This is an optimization exercise on Yosys and OpenROAD, whose aim is small area, a short achievable clock period and few clock cycles per item, not a production implementation. At most, simulation tests tie the RTL to the original design; equivalence was not proved. No activity file was given, so power comes from the tool's default toggle rates.

==> inputs of run a <==
## math_expression_tokenizer
module math_expression_tokenizer #(
	parameter int MANTISSA_BITS = 48,
	parameter int DEPTH_BITS = 8
) (
	input  logic clk,
	input  logic arst_n,
	input  logic chars_valid,
	output logic chars_ready,
	input  logic [7:0] chars_character,
	output logic tokens_valid,
	input  logic tokens_ready,
	output logic [4:0] tokens_token_kind,
	output logic [47:0] tokens_number_mantissa,
	output logic [3:0] tokens_fraction_digits,
	output logic [1:0] tokens_status,
	output logic tokens_last,
	input  logic cfg_valid,
	output logic cfg_ready,
	input  logic cfg_comma_decimal_mark
);
==> flow/config.mk <==
export PLATFORM = sky130hd
export DESIGN_NAME = math_expression_tokenizer
export DESIGN_NICKNAME = math_expression_tokenizer
export VERILOG_FILES = /design/flow/design.v
export SDC_FILE = /design/flow/constraint.sdc
export NUM_CORES = 4
export LEC_CHECK = 0
export CAP_MARGIN = 20
export CORE_MARGIN = 2
export CORE_UTILIZATION = 40
export CTS_BUF_LIST = sky130_fd_sc_hd__clkbuf_4 sky130_fd_sc_hd__clkbuf_8
export CTS_CLUSTER_SIZE = 30
export SETUP_SLACK_MARGIN = 1.5
export SLEW_MARGIN = 20
==> flow/constraint.sdc <==
create_clock -name core_clock -period 5.3 [get_ports {clk}]
set_input_delay 1.0600 -clock core_clock [delete_from_list [all_inputs] [get_ports {clk}]]
set_output_delay 1.0600 -clock core_clock [all_outputs]
set_load 0.01 [all_outputs]
run.sh (not shown) runs the stock make flow with config.mk's settings and CLKGATE_MAP_FILE= SYNTH_SCRIPT=/design/flow/synth_recipe.tcl, a recipe that flattens the netlist after the stock synthesis.
==> run b: changes against run a <==
--- a/flow/design.v
+++ b/flow/design.v
@@ -14,15 +14,14 @@
 	input  logic        is_op,
 	input  logic [3:0]  code,
 	input  logic        room0,
 	input  logic        room1,
 	input  logic        num_held,
 	output logic        go,
 	output logic        push_a,
-	output logic        num_a,
 	output logic [4:0]  kind_a,
 	output logic        push_b,
 	output logic [4:0]  kind_b,
 	output logic [1:0]  status_b,
 	output logic [MANTISSA_BITS-1:0] acc,
 	output logic [3:0]  frac
 );
@@ -111,25 +110,24 @@
 	logic                     neg_q, neg_n;
 	logic [1:0]               var_q, var_n, v;
 	logic                     mixed_q, mixed_n;
 	logic [3:0] dig;
 	logic [MANTISSA_BITS-1:0] wide, add_x, add_y, acc_val;
 	logic add_c, over, start, take, num, is_kw, fall, err_n;
 	assign dig = code;
-	assign num_a = num;
 	assign num = m_q[M_NUMI] || m_q[M_NUMF];
 	assign start = m_q[M_IDLE] || m_q[M_MARK];
 	assign is_kw = w_q[4] && w_q[3:0] >= 4'd1 && w_q[3:0] <= 4'd10;
 	assign v = w_q[1:0] + 2'd1;
 	assign go = valid && (is_dig ? !(start && num_held)
 		: ((num || m_q[M_WORD]) ? room0 : room1));
 	assign add_x = {acc_q[MANTISSA_BITS-4:0], dig[3] ? 3'b111 : dig[2:0]};
 	assign add_y = {acc_q[MANTISSA_BITS-2:0], dig[3]};
 	assign add_c = dig[3] & dig[0];
-	mxt_add #(.N(MANTISSA_BITS)) u_add (.x(add_x), .y(add_y), .ci(add_c), .s(wide));
+	assign wide = add_x + add_y + {{(MANTISSA_BITS-1){1'b0}}, add_c};
 	assign over = len_q == 4'd15 || (len_q == 4'd14
 		&& (cmp_q == CMP_GT || (cmp_q == CMP_EQ && dig > 4'd5)));
 	always_comb begin
 		case (len_q)
 			4'd0:  top_dig = 4'd2;
 			4'd1:  top_dig = 4'd8;
 			4'd2:  top_dig = 4'd1;
@@ -255,61 +253,20 @@
 			mixed_q <= mixed_n;
 		end
 	end
 	always_ff @(posedge clk) begin
 		if (go) w_q <= w_n;
 	end
 endmodule
-module mxt_add #(
-	parameter int N = 48
-) (
-	input  logic [N-1:0] x,
-	input  logic [N-1:0] y,
-	input  logic         ci,
-	output logic [N-1:0] s
-);
-	localparam int LV = $clog2(N);
-	logic [N-1:0] p;
-	logic [N-1:0] g_l [0:2*LV];
-	logic [N-1:0] p_l [0:2*LV];
-	assign p = x ^ y;
-	always_comb begin
-		g_l[0] = x & y;
-		p_l[0] = p;
-		g_l[0][0] = (x[0] & y[0]) | (p[0] & ci);
-		for (int l = 0; l < LV; l++) begin
-			g_l[l+1] = g_l[l];
-			p_l[l+1] = p_l[l];
-			for (int i = 0; i < N; i++) begin
-				if (((i + 1) % (2 << l)) == 0) begin
-					g_l[l+1][i] = g_l[l][i] | (p_l[l][i] & g_l[l][i - (1 << l)]);
-					p_l[l+1][i] = p_l[l][i] & p_l[l][i - (1 << l)];
-				end
-			end
-		end
-		for (int l = LV - 1; l >= 0; l--) begin
-			g_l[2*LV-l] = g_l[2*LV-l-1];
-			p_l[2*LV-l] = p_l[2*LV-l-1];
-			for (int i = 0; i < N; i++) begin
-				if (((i + 1) % (2 << l)) == (1 << l) && i >= (2 << l)) begin
-					g_l[2*LV-l][i] = g_l[2*LV-l-1][i] | (p_l[2*LV-l-1][i] & g_l[2*LV-l-1][i - (1 << l)]);
-					p_l[2*LV-l][i] = p_l[2*LV-l-1][i] & p_l[2*LV-l-1][i - (1 << l)];
-				end
-			end
-		end
-	end
-	assign s = p ^ {g_l[2*LV][N-2:0], ci};
-endmodule
 `timescale 1ns / 1ps
 module mxt_token_queue (
 	input  logic       clk,
 	input  logic       arst_n,
 	input  logic       go,
 	input  logic       push_a,
-	input  logic       num_a,
 	input  logic [4:0] kind_a,
 	input  logic       push_b,
 	input  logic [4:0] kind_b,
 	input  logic [1:0] status_b,
 	output logic       hp0,
 	output logic       hp1,
 	output logic       num_held,
@@ -318,31 +275,31 @@
 	input  logic       tokens_ready,
 	output logic [4:0] tokens_token_kind,
 	output logic [1:0] tokens_status
 );
 	logic       v0_q, v1_q;
 	logic [4:0] k0_q, k1_q;
 	logic [1:0] s0_q, s1_q;
-	logic       n0_q, n1_q, t0_n;
 	logic       pop, pa, pb;
 	logic [4:0] t0_k;
 	logic [1:0] t0_s;
+	logic       q1_num;
 	assign pop = v0_q && tokens_ready;
 	assign hp0 = !v1_q && (!v0_q || tokens_ready);
 	assign hp1 = !v1_q || tokens_ready;
-	assign q0_num = n0_q;
-	assign num_held = (v0_q && n0_q && !tokens_ready) || (v1_q && n1_q);
+	assign q0_num = k0_q == 5'd0;
+	assign q1_num = k1_q == 5'd0;
+	assign num_held = (v0_q && q0_num && !tokens_ready) || (v1_q && q1_num);
 	assign tokens_valid = v0_q;
 	assign tokens_token_kind = k0_q;
 	assign tokens_status = s0_q;
 	assign pa = go && push_a;
 	assign pb = go && push_b;
 	assign t0_k = push_a ? kind_a : kind_b;
 	assign t0_s = push_a ? 2'd0 : status_b;
-	assign t0_n = push_a && num_a;
 	always_ff @(posedge clk or negedge arst_n) begin
 		if (!arst_n) begin
 			v0_q <= 1'b0;
 			v1_q <= 1'b0;
 		end else begin
 			if (hp0) begin
 				v0_q <= pa || pb;
@@ -353,28 +310,24 @@
 			end
 		end
 	end
 	always_ff @(posedge clk) begin
 		if (hp0) begin
 			k0_q <= t0_k;
 			s0_q <= t0_s;
-			n0_q <= t0_n;
 			k1_q <= kind_b;
 			s1_q <= status_b;
-			n1_q <= 1'b0;
 		end else begin
 			if (pop) begin
 				k0_q <= k1_q;
 				s0_q <= s1_q;
-				n0_q <= n1_q;
 			end
 			if (pop || !v1_q) begin
 				k1_q <= t0_k;
 				s1_q <= t0_s;
-				n1_q <= t0_n;
 			end
 		end
 	end
 endmodule
 `timescale 1ns / 1ps
 module math_expression_tokenizer #(
 	parameter int MANTISSA_BITS = 48,
@@ -404,15 +357,15 @@
 	localparam int C_OP   = 5;
 	logic        mark_q;
 	logic        r0_v, r1_v;
 	logic [5:0]  r0_cls, r1_cls, in_cls;
 	logic [3:0]  r0_code, r1_code, in_code;
 	logic        accept, go;
 	logic        q_hp0, q_hp1, num_held;
-	logic        push_a, push_b, num_a;
+	logic        push_a, push_b;
 	logic [4:0]  kind_a, kind_b;
 	logic [1:0]  status_b;
 	logic        q0_num;
 	logic [47:0] acc;
 	logic [3:0]  frac;
 	logic [7:0]  ch;
 	assign cfg_ready = 1'b1;
@@ -494,28 +447,26 @@
 		.is_op(r0_cls[C_OP]),
 		.code(r0_code),
 		.room0(q_hp0),
 		.room1(q_hp1),
 		.num_held(num_held),
 		.go(go),
 		.push_a(push_a),
-		.num_a(num_a),
 		.kind_a(kind_a),
 		.push_b(push_b),
 		.kind_b(kind_b),
 		.status_b(status_b),
 		.acc(acc),
 		.frac(frac)
 	);
 	mxt_token_queue u_queue (
 		.clk(clk),
 		.arst_n(arst_n),
 		.go(go),
 		.push_a(push_a),
-		.num_a(num_a),
 		.kind_a(kind_a),
 		.push_b(push_b),
 		.kind_b(kind_b),
 		.status_b(status_b),
 		.hp0(q_hp0),
 		.hp1(q_hp1),
 		.num_held(num_held),
CTS_BUF_LIST = default   (was sky130_fd_sc_hd__clkbuf_4 sky130_fd_sc_hd__clkbuf_8)
CTS_CLUSTER_SIZE = default   (was 30)
SETUP_SLACK_MARGIN = 2.5   (was 1.5)
==> report_table.html <==
<table>
<tr><th>Metric</th><th>Value</th></tr>
<tr><th colspan="2">Status</th></tr>
<tr><td>Result of the run</td><td>timing/DRC/antenna clean</td></tr>
<tr><th colspan="2">Logic synthesis</th></tr>
<tr><td>Proportion of synthesized chip area in sequential cells</td><td>between 30% and 40%</td></tr>
<tr><td>Multiplexer area fraction after synthesis</td><td>0.887%</td></tr>
<tr><th colspan="2">Placed design</th></tr>
<tr><td>Number of instances in the placed design</td><td>between 1000 and 1500</td></tr>
<tr><th colspan="2">Route</th></tr>
<tr><td>Via Count</td><td>9879</td></tr>
<tr><th colspan="2">Setup path</th></tr>
<tr><td>Endpoint class of the critical path</td><td>primary output</td></tr>
</table>
# the run above: run b

==> report_table.html <==
<table>
<tr><th>Metric</th><th>Value</th></tr>
<tr><th colspan="2">Route</th></tr>
<tr><td>Via Count</td><td>about 7700</td></tr>
<tr><th colspan="2">Placed design</th></tr>
<tr><td>Number of instances in the placed design</td><td>around 1400</td></tr>
<tr><th colspan="2">Logic synthesis</th></tr>
<tr><td>Proportion of synthesized chip area in sequential cells</td><td>37.2%</td></tr>
<tr><td>Multiplexer area fraction after synthesis</td><td>under 10%</td></tr>
<tr><td>Synthesized net count</td><td>1123</td></tr>
<tr><th colspan="2">Status</th></tr>
<tr><td>Result of the run</td><td>timing/DRC/antenna clean</td></tr>
<tr><th colspan="2">Die</th></tr>
<tr><td>Chip height</td><td>roughly 160 um</td></tr>
<tr><td>Die width</td><td>~160 um</td></tr>
<tr><th colspan="2">Pwr</th></tr>
<tr><td>Leakage component of the power</td><td>4.19 nW</td></tr>
<tr><th colspan="2">Final layout</th></tr>
<tr><td>Total Nets Final</td><td>1178</td></tr>
</table>
# the run above: run a

Testbench counts of run b, summed over its fixed seeds: cycles 45,710, chars 45,683.
Only the layout flow was run in run a; the RTL was not checked for function there.

## what the ideal ports hide
Ports are ideal in the flow. The routed layouts listed here were re-timed in OpenROAD. Step 1: set_driving_cell puts a clkbuf_16 on clk and a buf_2 on each other input, an assumption about the parent block. Step 2 times the ports against the registers' clock, not the clock port: input delays grow and output delays shrink by t, the midpoint of the rising clock arrivals with the driver on. Three values: ideal ports, drivers, drivers and shift; two values: the first two.
run	shift t [ns]	slack for setup (ns)	hold WS [ns]	clock arrival spread, ns	worst register clock-pin slew, ns
run a	0.499	1.802 / 1.802 / 1.594	0.444 / 0.444 / 0.444	0.032 / 0.032	0.10 / 0.10
run b	0.471	1.876 / 1.829 / 1.886	0.455 / 0.455 / 0.455	0.017 / 0.017	0.07 / 0.07
After both steps every run listed still meets setup and hold. The setup slack of run a, which loses most, moves by 0.000 ns with the drivers and by -0.208 ns with both steps.
